Context: an optimization exercise on an open-source flow, tuned for a short achievable clock period and few clock cycles per item. The choices shown serve that exercise and are no tape-out recipe. In this exercise RTL edits were held to simulation tests only and were not proved equivalent to the original.

**design/flow/config.mk**
```make
export PLATFORM = sky130hd
export DESIGN_NAME = ohlc_bar_aggregator_top
export DESIGN_NICKNAME = ohlc_bar_aggregator_top
export VERILOG_FILES = /design/flow/design.v
export SDC_FILE = /design/flow/constraint.sdc
export NUM_CORES = 4
export LEC_CHECK = 0
export CAP_MARGIN = 20
export CORE_MARGIN = 2
export CORE_UTILIZATION = 40
export PLACE_DENSITY = 0.6
export SETUP_SLACK_MARGIN = 2.5
export SLEW_MARGIN = 20
```
**design/flow/constraint.sdc**
```tcl
create_clock -name core_clock -period 7.0 [get_ports {clk_i}]
set_input_delay 1.4000 -clock core_clock [delete_from_list [all_inputs] [get_ports {clk_i}]]
set_output_delay 1.4000 -clock core_clock [all_outputs]
set_load 0.01 [all_outputs]
```
**design/flow/design.v**
```verilog
`default_nettype none
package ohlc_pkg;
  localparam int unsigned TIME_W  = 32;
  localparam int unsigned PRICE_W = 40;
  localparam int unsigned BW_W    = 17;
  localparam int unsigned END_W   = TIME_W + 1;
  localparam int unsigned MUL_W   = 22;    
  localparam int unsigned NFINE   = 17;    
  localparam int unsigned NCOARSE = 4;     
  localparam logic [BW_W-1:0] BIN_WIDTH_RESET = BW_W'(3600);
  localparam int unsigned     MAX_GAP_BARS_DEF = 16;
  localparam int unsigned APB_DATA_W = 32;
  localparam int unsigned APB_ADDR_W = 2;
  localparam logic [APB_ADDR_W-1:0] REG_BIN_WIDTH = APB_ADDR_W'(0);
  typedef struct packed {
    logic               bar_v;
    logic               bar_norm;    
    logic [TIME_W-1:0]  bar_time;
    logic [PRICE_W-1:0] bar_o;
    logic [PRICE_W-1:0] bar_h;
    logic [PRICE_W-1:0] bar_l;
    logic [PRICE_W-1:0] bar_c;
    logic               last;        
    logic [4:0]         g_cnt;       
    logic               g_trunc;     
    logic [TIME_W-1:0]  g_time;      
    logic [PRICE_W-1:0] g_price;
  } entry_t;
  localparam int unsigned ENTRY_W = 273;    
endpackage
`default_nettype wire
`default_nettype none
import ohlc_pkg::*;
module ohlc_div (
  input  wire logic              clk_i,
  input  wire logic              rst_ni,
  input  wire logic              start_i,
  input  wire logic [END_W-1:0]  dm1_i,
  input  wire logic [TIME_W-1:0] t_i,
  input  wire logic [BW_W-1:0]   w_i,
  output logic                   done_o,
  output logic [END_W-1:0]       end_o
);
  typedef enum logic [2:0] {
    S_IDLE = 3'd0,
    S_NORM = 3'd1,
    S_ITER = 3'd2,
    S_FIN1 = 3'd3,
    S_FIN2 = 3'd4
  } st_e;
  st_e               st_q;
  logic [END_W-1:0]  r_q;
  logic [END_W-1:0]  ws_q;
  logic [5:0]        cnt_q;
  logic [TIME_W-1:0] t_q;
  logic [BW_W-1:0]   x_q;
  function automatic logic [5:0] lzc(input logic [END_W-1:0] v);
    lzc = 6'(END_W);
    for (int i = 0; i < END_W; i++) begin
      if (v[i]) lzc = 6'(END_W - 1 - i);
    end
  endfunction
  logic [5:0] sh;
  always_comb begin
    sh = lzc({16'd0, w_i}) - lzc(r_q);
  end
  always_ff @(posedge clk_i or negedge rst_ni) begin
    if (!rst_ni) begin
      st_q <= S_IDLE;
    end else begin
      case (st_q)
        S_IDLE: if (start_i) st_q <= S_NORM;
        S_NORM: st_q <= S_ITER;
        S_ITER: if (cnt_q == '0) st_q <= S_FIN1;
        S_FIN1: st_q <= S_FIN2;
        default: st_q <= S_IDLE;
      endcase
    end
  end
  always_ff @(posedge clk_i) begin
    case (st_q)
      S_IDLE: begin
        r_q <= dm1_i;
        t_q <= t_i;
      end
      S_NORM: begin
        ws_q  <= END_W'({16'd0, w_i} << sh);
        cnt_q <= sh;
      end
      S_ITER: begin
        if (r_q >= ws_q) r_q <= r_q - ws_q;
        ws_q  <= ws_q >> 1;
        cnt_q <= cnt_q - 6'd1;
      end
      S_FIN1: begin
        x_q <= w_i - BW_W'(1) - r_q[BW_W-1:0];
      end
      default: ;
    endcase
  end
  assign done_o = (st_q == S_FIN2);
  assign end_o  = {1'b0, t_q} + END_W'(x_q);
endmodule
`default_nettype wire
`default_nettype none
import ohlc_pkg::*;
module ohlc_ctrl #(
  parameter int unsigned DEPTH = 8
) (
  input  wire logic              clk_i,
  input  wire logic              rst_ni,
  input  wire logic [BW_W-1:0]   w_i,
  input  wire logic [1:0]        push_i,
  input  ohlc_pkg::entry_t       entry1_i,
  input  ohlc_pkg::entry_t       entry2_i,
  output logic                   room_o,
  input  wire logic              out_ready_i,
  output logic                   out_valid_o,
  output logic [TIME_W-1:0]      bar_time_o,
  output logic [PRICE_W-1:0]     bar_open_o,
  output logic [PRICE_W-1:0]     bar_high_o,
  output logic [PRICE_W-1:0]     bar_low_o,
  output logic [PRICE_W-1:0]     bar_close_o,
  output logic [1:0]             bar_kind_o,
  output logic                   bar_dropped_o,
  output logic                   bar_last_o
);
  localparam int unsigned PW = $clog2(DEPTH);
  logic [DEPTH-1:0][ENTRY_W-1:0] mem_q;
  logic [PW-1:0]      wp_q, rp_q;
  logic [PW:0]        cnt_q;
  logic               in_gap_q;    
  logic [4:0]         gl_q;        
  logic [TIME_W-1:0]  gt_q;        
  logic               pend_q;
  logic               valid_q;
  ohlc_pkg::entry_t   hd;
  logic               fire;
  logic               pop;
  logic               is_gap;
  logic [4:0]         gl;
  logic [TIME_W-1:0]  gt;
  logic               done;
  assign room_o = (cnt_q <= (PW+1)'(DEPTH - 2));
  assign hd     = mem_q[rp_q];
  assign fire   = (cnt_q != '0) && (!valid_q || out_ready_i);
  always_comb begin
    is_gap = in_gap_q || !hd.bar_v;
    gl     = in_gap_q ? gl_q : hd.g_cnt;
    gt     = in_gap_q ? gt_q : hd.g_time;
    if (is_gap) done = (gl == 5'd1);
    else        done = (hd.g_cnt == '0);
    pop = fire && done;
  end
  always_ff @(posedge clk_i or negedge rst_ni) begin
    if (!rst_ni) begin
      wp_q     <= '0;
      rp_q     <= '0;
      cnt_q    <= '0;
      in_gap_q <= 1'b0;
      pend_q   <= 1'b0;
      valid_q  <= 1'b0;
    end else begin
      wp_q  <= wp_q + PW'(push_i);
      if (pop) rp_q <= rp_q + PW'(1);
      cnt_q <= cnt_q + (PW+1)'(push_i) - (PW+1)'(pop);
      if (fire) begin
        in_gap_q <= !done;
        pend_q   <= is_gap && (gl == 5'd1) && hd.g_trunc;
      end
      if (fire) valid_q <= 1'b1;
      else if (out_ready_i) valid_q <= 1'b0;
    end
  end
  always_ff @(posedge clk_i) begin
    for (int i = 0; i < DEPTH; i++) begin
      if (room_o && (wp_q == PW'(i)))          mem_q[i] <= entry1_i;
      if (room_o && (wp_q + PW'(1) == PW'(i))) mem_q[i] <= entry2_i;
    end
    if (fire) begin
      gl_q          <= is_gap ? (gl - 5'd1) : hd.g_cnt;
      gt_q          <= is_gap ? (gt + TIME_W'(w_i)) : hd.g_time;
      bar_dropped_o <= pend_q;
      bar_last_o    <= done && hd.last;
      if (is_gap) begin
        bar_time_o  <= gt;
        bar_open_o  <= hd.g_price;
        bar_high_o  <= hd.g_price;
        bar_low_o   <= hd.g_price;
        bar_close_o <= hd.g_price;
        bar_kind_o  <= 2'd2;
      end else begin
        bar_time_o  <= hd.bar_time;
        bar_open_o  <= hd.bar_o;
        bar_high_o  <= hd.bar_h;
        bar_low_o   <= hd.bar_l;
        bar_close_o <= hd.bar_c;
        bar_kind_o  <= hd.bar_norm ? 2'd1 : 2'd0;
      end
    end
  end
  assign out_valid_o = valid_q;
endmodule
`default_nettype wire
`default_nettype none
import ohlc_pkg::*;
module ohlc_dp (
  input  wire logic                     clk_i,
  input  wire logic                     rst_ni,
  input  wire logic [BW_W-1:0]          w_i,
  input  wire logic [NFINE:1][MUL_W-1:0] mul_i,    
  input  wire logic                     in_valid_i,
  output logic                          in_take_o,
  input  wire logic [TIME_W-1:0]        in_time_i,
  input  wire logic [PRICE_W-1:0]       in_price_i,
  input  wire logic                     in_eob_i,
  input  wire logic                     q_room_i,    
  output logic [1:0]                    push_o,      
  output ohlc_pkg::entry_t              entry1_o,
  output ohlc_pkg::entry_t              entry2_o
);
  localparam int unsigned CW = END_W + 1;    
  localparam int unsigned DW = MUL_W + 1;    
  logic                        r1_v_q;
  logic [TIME_W-1:0]           r1_t_q;
  logic [PRICE_W-1:0]          r1_p_q;
  logic                        r1_eob_q;
  logic [NFINE:1][CW-1:0]      r1_tm_q;    
  logic [NCOARSE:1][CW-1:0]    r1_tc_q;    
  logic [END_W-1:0]            r1_tw_q;    
  logic                 open_q;
  logic                 filled_q;
  logic                 busy_q;
  logic                 redo_q;
  logic [END_W-1:0]     end_q;
  logic [DW-1:0]        dist_q;
  logic [PRICE_W-1:0]   o_q, h_q, l_q, px_q;
  logic [TIME_W-1:0]    t_q, tw_q;           
  logic [TIME_W-1:0]    key_q, kw_q;         
  logic                 go;
  logic [NFINE:0]       c;
  logic [NFINE:1][END_W-1:0] cand;
  logic [NFINE:1]       sel;
  logic [END_W-1:0]     end_fine;
  logic [16:1]          cd;
  logic [16:1]          seld;
  logic [END_W-1:0]     end_redo;
  logic [NCOARSE:1]     cc;
  logic [NCOARSE:1][END_W-1:0] cadv;
  logic [NCOARSE:1][CW-1:0]    cdist;
  logic [END_W-1:0]     end_adv;
  logic [DW-1:0]        dist_adv;
  logic                 crs;
  logic                 far;
  logic                 huge;
  logic                 two_pass;
  logic                 a_crs;
  logic [4:0]           hm1;
  logic [4:0]           shown;
  logic                 trunc;
  logic                 restart;
  logic                 hi_up, lo_dn;
  logic [PRICE_W-1:0]   o_n, h_n, l_n;
  logic                 div_done;
  logic [END_W-1:0]     div_end;
  assign go        = r1_v_q && !busy_q && !redo_q && q_room_i;
  assign in_take_o = !r1_v_q || go;
  always_ff @(posedge clk_i or negedge rst_ni) begin
    if (!rst_ni) begin
      r1_v_q <= 1'b0;
    end else if (in_take_o) begin
      r1_v_q <= in_valid_i;
    end
  end
  always_ff @(posedge clk_i) begin
    if (in_take_o) begin
      r1_t_q   <= in_time_i;
      r1_p_q   <= in_price_i;
      r1_eob_q <= in_eob_i;
      r1_tw_q  <= {1'b0, in_time_i} + END_W'(w_i);
      for (int k = 1; k <= NFINE; k++) begin
        r1_tm_q[k] <= {2'b00, in_time_i} - CW'(mul_i[k]);
      end
      for (int j = 1; j <= NCOARSE; j++) begin
        r1_tc_q[j] <= {2'b00, in_time_i} - CW'({mul_i[j], 4'b0000});
      end
    end
  end
  always_comb begin
    c[0] = {1'b0, r1_t_q} > end_q;
    for (int k = 1; k <= NFINE; k++) begin
      c[k]    = {!r1_tm_q[k][CW-1], r1_tm_q[k][CW-2:0]} > {1'b1, end_q};
      cand[k] = end_q + END_W'(mul_i[k]);
    end
    sel[1] = !c[1];
    for (int k = 2; k <= NFINE; k++) sel[k] = c[k-1] && !c[k];
    end_fine = '0;
    for (int k = 1; k <= NFINE; k++) end_fine = end_fine | (sel[k] ? cand[k] : '0);
    hm1 = '0;
    for (int k = 1; k <= NFINE; k++) hm1 = hm1 | (sel[k] ? 5'(k - 1) : 5'd0);
    for (int j = 1; j <= NCOARSE; j++) begin
      cc[j]    = {!r1_tc_q[j][CW-1], r1_tc_q[j][CW-2:0]} > {1'b1, end_q};
      cadv[j]  = end_q + END_W'({mul_i[j], 4'b0000});
      cdist[j] = r1_tc_q[j] - {1'b0, end_q};
    end
    end_adv  = '0;
    dist_adv = '0;
    for (int j = 1; j < NCOARSE; j++) begin
      end_adv  = end_adv  | ((cc[j] && !cc[j+1]) ? cadv[j] : '0);
      dist_adv = dist_adv | ((cc[j] && !cc[j+1]) ? cdist[j][DW-1:0] : '0);
    end
    huge = cc[NCOARSE];
    for (int k = 1; k <= 16; k++) cd[k] = dist_q > DW'(mul_i[k]);
    seld[1] = !cd[1];
    for (int k = 2; k <= 16; k++) seld[k] = cd[k-1] && !cd[k];
    end_redo = '0;
    for (int k = 1; k <= 16; k++) end_redo = end_redo | (seld[k] ? cand[k] : '0);
  end
  always_comb begin
    crs      = open_q && c[0];
    far      = c[NFINE];
    two_pass = crs && far && !r1_eob_q;
    a_crs    = crs && filled_q;
    restart  = !filled_q || crs;
    trunc    = far || (!filled_q && sel[NFINE]);
    if (!crs)       shown = 5'd0;
    else if (trunc) shown = 5'd16;
    else            shown = filled_q ? hm1 : (hm1 + 5'd1);
    hi_up    = r1_p_q > h_q;
    lo_dn    = r1_p_q < l_q;
    o_n      = restart ? px_q : o_q;
    h_n      = (restart || hi_up) ? r1_p_q : h_q;
    l_n      = (restart || lo_dn) ? r1_p_q : l_q;
  end
  always_comb begin
    entry1_o.bar_v    = !open_q || !crs || filled_q;
    entry1_o.bar_norm = open_q;
    if (!open_q) begin
      entry1_o.bar_time = r1_t_q;
      entry1_o.bar_o    = r1_p_q;
      entry1_o.bar_h    = r1_p_q;
      entry1_o.bar_l    = r1_p_q;
      entry1_o.bar_c    = r1_p_q;
    end else if (crs) begin
      entry1_o.bar_time = t_q;
      entry1_o.bar_o    = o_q;
      entry1_o.bar_h    = h_q;
      entry1_o.bar_l    = l_q;
      entry1_o.bar_c    = px_q;
    end else begin
      entry1_o.bar_time = r1_t_q;
      entry1_o.bar_o    = o_n;
      entry1_o.bar_h    = h_n;
      entry1_o.bar_l    = l_n;
      entry1_o.bar_c    = r1_p_q;
    end
    entry1_o.last    = !(crs && r1_eob_q);
    entry1_o.g_cnt   = shown;
    entry1_o.g_trunc = crs && trunc;
    entry1_o.g_time  = a_crs ? tw_q : kw_q;
    entry1_o.g_price = px_q;
    entry2_o.bar_v    = 1'b1;
    entry2_o.bar_norm = 1'b1;
    entry2_o.bar_time = r1_t_q;
    entry2_o.bar_o    = px_q;
    entry2_o.bar_h    = r1_p_q;
    entry2_o.bar_l    = r1_p_q;
    entry2_o.bar_c    = r1_p_q;
    entry2_o.last     = 1'b1;
    entry2_o.g_cnt    = '0;
    entry2_o.g_trunc  = 1'b0;
    entry2_o.g_time   = '0;
    entry2_o.g_price  = '0;
    if (!go)                      push_o = 2'd0;
    else if (!open_q)             push_o = 2'd1;
    else if (crs && r1_eob_q)     push_o = 2'd2;
    else if (crs || r1_eob_q)     push_o = 2'd1;
    else                          push_o = 2'd0;
  end
  always_ff @(posedge clk_i or negedge rst_ni) begin
    if (!rst_ni) begin
      open_q   <= 1'b0;
      filled_q <= 1'b0;
      busy_q   <= 1'b0;
      redo_q   <= 1'b0;
    end else begin
      redo_q <= go && two_pass && !huge;
      if (go) begin
        open_q   <= !r1_eob_q;
        filled_q <= open_q && !r1_eob_q;
        busy_q   <= two_pass && huge;
      end else if (div_done) begin
        busy_q   <= 1'b0;
      end
    end
  end
  always_ff @(posedge clk_i) begin
    if (go) begin
      px_q <= r1_p_q;
      t_q  <= r1_t_q;
      tw_q <= r1_tw_q[TIME_W-1:0];
      dist_q <= dist_adv;
      if (!open_q) begin
        end_q <= r1_tw_q;
        key_q <= r1_t_q;
        kw_q  <= r1_tw_q[TIME_W-1:0];
      end else begin
        if (crs && !far) end_q <= end_fine;
        if (two_pass && !huge) end_q <= end_adv;
        if (a_crs) begin
          key_q <= t_q;
          kw_q  <= tw_q;
        end
        o_q <= o_n;
        h_q <= h_n;
        l_q <= l_n;
      end
    end else if (redo_q) begin
      end_q <= end_redo;
    end else if (div_done) begin
      end_q <= div_end;
    end
  end
  ohlc_div u_div (
    .clk_i   (clk_i),
    .rst_ni  (rst_ni),
    .start_i (go && two_pass && huge),
    .dm1_i   ({1'b0, r1_t_q} - end_q - END_W'(1)),
    .t_i     (r1_t_q),
    .w_i     (w_i),
    .done_o  (div_done),
    .end_o   (div_end)
  );
endmodule
`default_nettype wire
`default_nettype none
import ohlc_pkg::*;
module ohlc_bar_aggregator_top #(
  parameter int unsigned MAX_GAP_BARS = MAX_GAP_BARS_DEF
) (
  input  wire logic                  clk_i,
  input  wire logic                  rst_ni,
  input  wire logic                  trade_valid_i,
  output logic                       trade_ready_o,
  input  wire logic [TIME_W-1:0]     trade_time_i,
  input  wire logic [PRICE_W-1:0]    trade_price_i,
  input  wire logic                  trade_end_of_batch_i,
  output logic                       bar_valid_o,
  input  wire logic                  bar_ready_i,
  output logic [TIME_W-1:0]          bar_time_o,
  output logic [PRICE_W-1:0]         bar_open_o,
  output logic [PRICE_W-1:0]         bar_high_o,
  output logic [PRICE_W-1:0]         bar_low_o,
  output logic [PRICE_W-1:0]         bar_close_o,
  output logic [1:0]                 bar_kind_o,
  output logic                       bar_gaps_dropped_o,
  output logic                       bar_last_result_o,
  input  wire logic                  psel,
  input  wire logic                  penable,
  input  wire logic                  pwrite,
  input  wire logic [APB_ADDR_W-1:0] paddr,
  input  wire logic [APB_DATA_W-1:0] pwdata,
  output logic [APB_DATA_W-1:0]      prdata,
  output logic                       pready
);
  localparam int unsigned IQ_D = 2;
  logic [BW_W-1:0]            bin_width_q;
  logic [BW_W-1:0]            w_q;
  logic [NFINE:1][MUL_W-1:0]  mul_q;
  logic [1:0]                 cfg_wait_q;
  logic [APB_DATA_W-1:0]      prdata_q;
  always_ff @(posedge clk_i or negedge rst_ni) begin
    if (!rst_ni) begin
      bin_width_q <= BIN_WIDTH_RESET;
      cfg_wait_q  <= 2'd3;
      prdata_q    <= '0;
    end else begin
      if (psel && penable && pwrite && (paddr == REG_BIN_WIDTH)) begin
        bin_width_q <= pwdata[BW_W-1:0];
        cfg_wait_q  <= 2'd3;
      end else if (cfg_wait_q != '0) begin
        cfg_wait_q  <= cfg_wait_q - 2'd1;
      end
      prdata_q <= (paddr == REG_BIN_WIDTH) ? APB_DATA_W'(bin_width_q) : '0;
    end
  end
  assign pready = 1'b1;
  assign prdata = prdata_q;
  always_ff @(posedge clk_i) begin
    w_q <= (bin_width_q == '0) ? BW_W'(1) : bin_width_q;
    for (int k = 1; k <= NFINE; k++) begin
      mul_q[k] <= MUL_W'(w_q) * MUL_W'(k);
    end
  end
  logic [TIME_W-1:0]  iq_t_q   [IQ_D];
  logic [PRICE_W-1:0] iq_p_q   [IQ_D];
  logic               iq_eob_q [IQ_D];
  logic               iq_wp_q, iq_rp_q;
  logic [1:0]         iq_cnt_q;
  logic               ready_q;
  logic               acc;
  logic               take;
  logic               deq;
  logic [1:0]         iq_cnt_n;
  assign acc = trade_valid_i && ready_q;
  assign deq = take && (iq_cnt_q != '0);
  assign iq_cnt_n = iq_cnt_q + 2'(acc) - 2'(deq);
  always_ff @(posedge clk_i or negedge rst_ni) begin
    if (!rst_ni) begin
      iq_wp_q  <= 1'b0;
      iq_rp_q  <= 1'b0;
      iq_cnt_q <= '0;
      ready_q  <= 1'b0;
    end else begin
      if (acc) iq_wp_q <= !iq_wp_q;
      if (deq) iq_rp_q <= !iq_rp_q;
      iq_cnt_q <= iq_cnt_n;
      ready_q  <= (iq_cnt_n < 2'(IQ_D)) && (cfg_wait_q == '0) &&
                  !(psel && penable && pwrite);
    end
  end
  always_ff @(posedge clk_i) begin
    if (ready_q) begin
      iq_t_q[iq_wp_q]   <= trade_time_i;
      iq_p_q[iq_wp_q]   <= trade_price_i;
      iq_eob_q[iq_wp_q] <= trade_end_of_batch_i;
    end
  end
  assign trade_ready_o = ready_q;
  logic [1:0]       push;
  logic             room;
  ohlc_pkg::entry_t entry1;
  ohlc_pkg::entry_t entry2;
  ohlc_dp u_dp (
    .clk_i      (clk_i),
    .rst_ni     (rst_ni),
    .w_i        (w_q),
    .mul_i      (mul_q),
    .in_valid_i (iq_cnt_q != '0),
    .in_take_o  (take),
    .in_time_i  (iq_t_q[iq_rp_q]),
    .in_price_i (iq_p_q[iq_rp_q]),
    .in_eob_i   (iq_eob_q[iq_rp_q]),
    .q_room_i   (room),
    .push_o     (push),
    .entry1_o   (entry1),
    .entry2_o   (entry2)
  );
  ohlc_ctrl u_ctrl (
    .clk_i         (clk_i),
    .rst_ni        (rst_ni),
    .w_i           (w_q),
    .push_i        (push),
    .entry1_i      (entry1),
    .entry2_i      (entry2),
    .room_o        (room),
    .out_ready_i   (bar_ready_i),
    .out_valid_o   (bar_valid_o),
    .bar_time_o    (bar_time_o),
    .bar_open_o    (bar_open_o),
    .bar_high_o    (bar_high_o),
    .bar_low_o     (bar_low_o),
    .bar_close_o   (bar_close_o),
    .bar_kind_o    (bar_kind_o),
    .bar_dropped_o (bar_gaps_dropped_o),
    .bar_last_o    (bar_last_result_o)
  );
endmodule
`default_nettype wire
```
**design/flow/run.sh**
```bash
#!/bin/bash
# synth_recipe.tcl (not shown) runs the flow's synth.tcl, then flattens the netlist and writes it again
# the make line also repeats each setting of config.mk as NAME=value (left out here)
make -C /OpenROAD-flow-scripts/flow DESIGN_CONFIG=/design/flow/config.mk WORK_HOME=/design/flow/orfs CLKGATE_MAP_FILE= SYNTH_SCRIPT=/design/flow/synth_recipe.tcl finish
```
==> results_tabular.tex <==
\begin{tabular}{lr}
\hline
Metric & Value \\
\hline
\multicolumn{2}{l}{\textbf{Run status}} \\
\quad Status & no timing/DRC/antenna violations \\
\multicolumn{2}{l}{\textbf{Routing}} \\
\quad First-pass DRT Iterations & 11 \\
\quad Final wirelength & 1220000 µm \\
\quad Total via count in the routed design & 213783 \\
\quad Vias per cell & 6.59 \\
\quad Post-route antenna net violation count & 0 \\
\quad Wire length per cell & 37.5 µm \\
\quad DRC violations left & 0 \\
\quad Number of design-rule violations left by the first detailed-router iteration & 30456 \\
\multicolumn{2}{l}{\textbf{Setup path}} \\
\quad Worst Setup Start Kind & flip-flop \\
\quad Buffers plus inverters on the worst setup path & 8 \\
\quad Cells along the critical path & clkinv\_4, buf\_12, buf\_16, ha\_4, nand4\_1, nor4\_4, a31oi\_2, and2\_1, a22oi\_2, buf\_6, nand2b\_4, buf\_12, nand4\_1, nor4\_2, buf\_4, inv\_4, ha\_4, nor2\_4, a2111oi\_4, buf\_6, a22o\_1 \\
\quad Required time at the endpoint of the critical path & 7990 ps \\
\quad Type of the worst setup path & flip-flop to flip-flop \\
\quad Delay contributed by the slowest stage of the critical path & 530 ps \\
\quad Worst-path maximum fanout & 8 \\
\quad Worst EP arrival & 6030 ps \\
\quad Kind of cell adding the most delay to the critical path & simple AND/OR/NAND/NOR gates \\
\quad Critical Path Sink Type & flip-flop \\
\quad Slowest cell on crit path & sky130\_fd\_sc\_hd\_\_nor4\_4 \\
\multicolumn{2}{l}{\textbf{Flow run}} \\
\quad Max-capacitance violation count & 0 \\
\multicolumn{2}{l}{\textbf{Clock tree}} \\
\quad Clock-pin transition on the worst setup and hold timing paths & 70 ps \\
\quad TritonCTS clock tree & built \\
\quad Clock latency on the worst-skew pair & 1130 ps \\
\quad Clock buffer count from CTS & 437 \\
\quad Hold\_buf cts & 0 \\
\quad TritonCTS sink count & 3944 \\
\quad Clock tree root buffer cell & sky130\_fd\_sc\_hd\_\_clkbuf\_16 \\
\quad Maximum clock insertion buffer count & 4 \\
\quad CTS H-tree lvls & 5 \\
\multicolumn{2}{l}{\textbf{Die}} \\
\quad Site row count & 286 \\
\quad I/O pin cnt & 345 \\
\quad Total die area & 617000 µm² \\
\quad DIE WIDTH & 785 µm \\
\quad CORE AREA & 607000 µm² \\
\quad Vertical die dimension & 785 µm \\
\quad Initial core utilization & 0.402 \\
\multicolumn{2}{l}{\textbf{Place}} \\
\quad GPL Wtd Cong & 1.10 \\
\quad Standard cell area after detailed placement & 262000 µm² \\
\quad DP Wirelength & 797000 µm \\
\quad IO buf count & 313 \\
\quad Worst slack at placement & 617 ps \\
\quad Cell Count Post-Placement & 30429 \\
\multicolumn{2}{l}{\textbf{Logic synthesis}} \\
\quad Most instantiated flip-flop cell in the synthesis netlist & sky130\_fd\_sc\_hd\_\_edfxtp\_1 \\
\quad Avg Inst Size Synth & 10.9 µm² \\
\quad Synthesized instance count & 22483 \\
\quad Sequential fraction of the synthesis area & 0.450 \\
\quad Post-synth EDFFs & 3056 \\
\quad Distinct cell type count after synthesis & 115 \\
\quad Cell area after synthesis & 244000 µm² \\
\quad Register bit count reported by yosys & 3944 \\
\quad FFs w/ async S/R, synth & 0.0157 \\
\quad Number of warnings reported in the yosys synthesis log & 4 \\
\multicolumn{2}{l}{\textbf{Cells and area}} \\
\quad Post-layout util & 0.495 \\
\quad Fillcell total & 53959 \\
\quad Nets@finish & 26114 \\
\quad Area of the multi-input gates & 136000 µm² \\
\quad Number of non-filler instances in the completed layout & 32429 \\
\quad Post-synthesis to final-layout area growth & 23.2\% \\
\quad Final non-filler cell area & 301000 µm² \\
\quad Layout cells sized above 1 & 0.224 \\
\quad Register Area & 110000 µm² \\
\multicolumn{2}{l}{\textbf{STA}} \\
\quad Number of max-slew violations in the final report & 0 \\
\quad Clock period minus worst slack & 5040 ps \\
\quad Setup\_tns & 0 ps \\
\quad Final worst slack & 1960 ps \\
\quad Worst slew margin & 0.181 \\
\quad Period Utilization, post-route & 0.720 \\
\quad Post-Route Skew & 116 ps \\
\quad Fmax & 0.198 GHz \\
\quad Slew at the pin closest to its max-slew limit & 1230 ps \\
\quad Setup repair after global routing missed its margin & yes \\
\quad Final Hold Fails & 0 \\
\quad Number of setup violations in the final report & 0 \\
\multicolumn{2}{l}{\textbf{GRT}} \\
\quad Wire length of the first global-routing pass & 1590000 µm \\
\quad Antenna violations before repair & 96 \\
\quad Global Route Usage Sum & 0.367 \\
\quad Vias in the first global route & 196101 \\
\quad Pin count of the biggest net entering global routing & 117 \\
\quad Remaining global-route overflow & 0 \\
\multicolumn{2}{l}{\textbf{Hold path}} \\
\quad Worst hold-check path type & input port to asynchronous set/reset pin \\
\hline
\end{tabular}
[cells in the mapped netlist, drive strengths merged, types with 297 or more instances]
cell type,n,area (µm²)
mux2i,332,3320
nor2,1175,4420
mux2,297,3340
a22o,1397,12200
buf,393,1720
xnor2,883,7730
a21o,400,3010
inv,840,3150
nor3,354,1800
edfxtp,3056,91800
o21ai,1668,8370
mux4,552,12400
nand3,568,2840
nand2,1911,7180
ha,1968,24600
a21oi,1163,5820
dfxtp,826,16500
clkbuf,1082,4060
[cells in the final DEF (no fill, tap or decap), drive strengths merged, types with 167 or more instances in the layout]
| cell type | netlist | routed |
|---|---|---|
| a211oi | 197 | 197 |
| a21o | 400 | 400 |
| a21oi | 1163 | 1163 |
| a22o | 1397 | 1397 |
| buf | 393 | 2071 |
| clkbuf | 1082 | 662 |
| clkdlybuf4s50 | 0 | 312 |
| clkinv | 14 | 184 |
| dfxtp | 826 | 826 |
| edfxtp | 3056 | 3056 |
| ha | 1968 | 1968 |
| inv | 840 | 789 |
| mux2 | 297 | 298 |
| mux2i | 332 | 332 |
| mux4 | 552 | 552 |
| nand2 | 1911 | 1911 |
| nand3 | 568 | 569 |
| nand4 | 237 | 237 |
| nor2 | 1175 | 1175 |
| nor2b | 175 | 175 |
| nor3 | 354 | 354 |
| o21a | 232 | 232 |
| o21ai | 1668 | 1669 |
| o21bai | 167 | 167 |
| xnor2 | 883 | 883 |
| xor2 | 272 | 272 |
[area by class of cell]
| type | instances | share of cell area |
|---|---|---|
| sequential | 3944 | 0.366 |
| clock inverter | 218 | 0.00795 |
| multi-input combinational | 16227 | 0.452 |
| timing repair buffer | 2456 | 0.0874 |
| tap | 8064 | 0.0336 |
| antenna | 68 | 0.000566 |
| clock buffer | 597 | 0.0407 |
| timing repair inverter | 1 | 0.0000291 |
| inverter | 854 | 0.0123 |
[state kept, by name, indices dropped and copies added (netlist names), 40 cells and up]
register	flops
iq_p_q	80
iq_t_q	64
mul_q	161
u_ctrl.bar_close_o	40
u_ctrl.bar_high_o	40
u_ctrl.bar_low_o	40
u_ctrl.bar_open_o	40
u_ctrl.mem_q	2184
u_dp.h_q	40
u_dp.l_q	40
u_dp.o_q	40
u_dp.px_q	40
u_dp.r1_p_q	40
u_dp.r1_tc_q	85
u_dp.r1_tm_q	523
[repair_timing]
item / 4_1_cts / 5_1_grt
pin swaps: 330 / 934
resized for setup: 1545 / 1458
cloned: 31 / 92
buffers inserted: 579 / 412
hold endpoints to repair: 0 / 0
endpoints found under the setup margin: 3107 / 2044
[stage by stage]
stage | hold WS [ps]
final | 295
after global routing | 326
after CTS | 244
after detailed placement | 398
after global placement | 403
after floorplan | 418
[logic make-up (layout without fill, tap and decap cells)]
kind of cell	after synthesis	count (layout)	share of synthesized area
flops	3944	3944	0.450
buf+inv	2329	4126	0.0368
mux	1181	1182	0.0782
xor+xnor	1155	1155	0.0414
other cells	2	84	0.0000308
simple gates	5189	5190	0.0980
compound gates	6604	6605	0.185
fa+ha+maj	2079	2079	0.110
[routing by layer]
| layer | global-route usage | vias up | routed length, µm |
|---|---|---|---|
| met2 | 0.546 | 15063 | 510000 |
| met1 | 0.465 | 106328 | 444000 |
| li1 | - | 88735 | - |
| met3 | 0.0924 | 3623 | 147000 |
| met4 | 0.266 | 34 | 114000 |
| met5 | 0 | - | 437 |
[final timing paths]
check / cells after the start / startpoint / slack [ps] / end
max: 21 / u_dp.end_q[11]$_DFFE_PP_ / 1960 / u_ctrl.mem_q[1439]$_SDFFE_PP0P_
min: 1 / rst_ni / 300 / bin_width_q[8]$_DFFE_PN0P_
max reg2reg: 21 / u_dp.end_q[11]$_DFFE_PP_ / 1960 / u_ctrl.mem_q[1439]$_SDFFE_PP0P_
min reg2reg: 0 / bin_width_q[6]$_DFFE_PN0P_ / 410 / w_q[6]$_SDFF_PN0_
max in group asynchronous: 2 / rst_ni / 5500 / iq_rp_q$_DFFE_PN0P_
min in group core_clock: 0 / bin_width_q[6]$_DFFE_PN0P_ / 410 / w_q[6]$_SDFF_PN0_
Testbench counts, summed over its fixed seeds: cycles 5,919, trades 4,696.

static timing again, ports no longer ideal:
The results above use ideal ports. As a check the final layout listed here was re-extracted and re-timed, cells and wires unchanged.
Step 1: set_driving_cell puts a clkbuf_16 on clk_i and a buf_2 on each other input, an assumption about the parent block.
Step 2 times the ports against the registers' clock, not the clock port: input delays grow and output delays shrink by t, the midpoint of the rising clock arrivals with the driver on.
Slacks: no drivers / after step 1 / after step 2; pairs: no drivers / after step 1.
t (ns): 1.228
setup slack, ns: 1.960 / 1.960 / 1.960
worst register clock-pin slew, ns: 0.08 / 0.08
worst data-port slew with drivers (ns): 0.13
pins driven straight from the clock port: 1
After both steps setup and hold are still met in this run. The setup slack of this run moves by 0.000 ns with the drivers and by 0.000 ns with both steps.
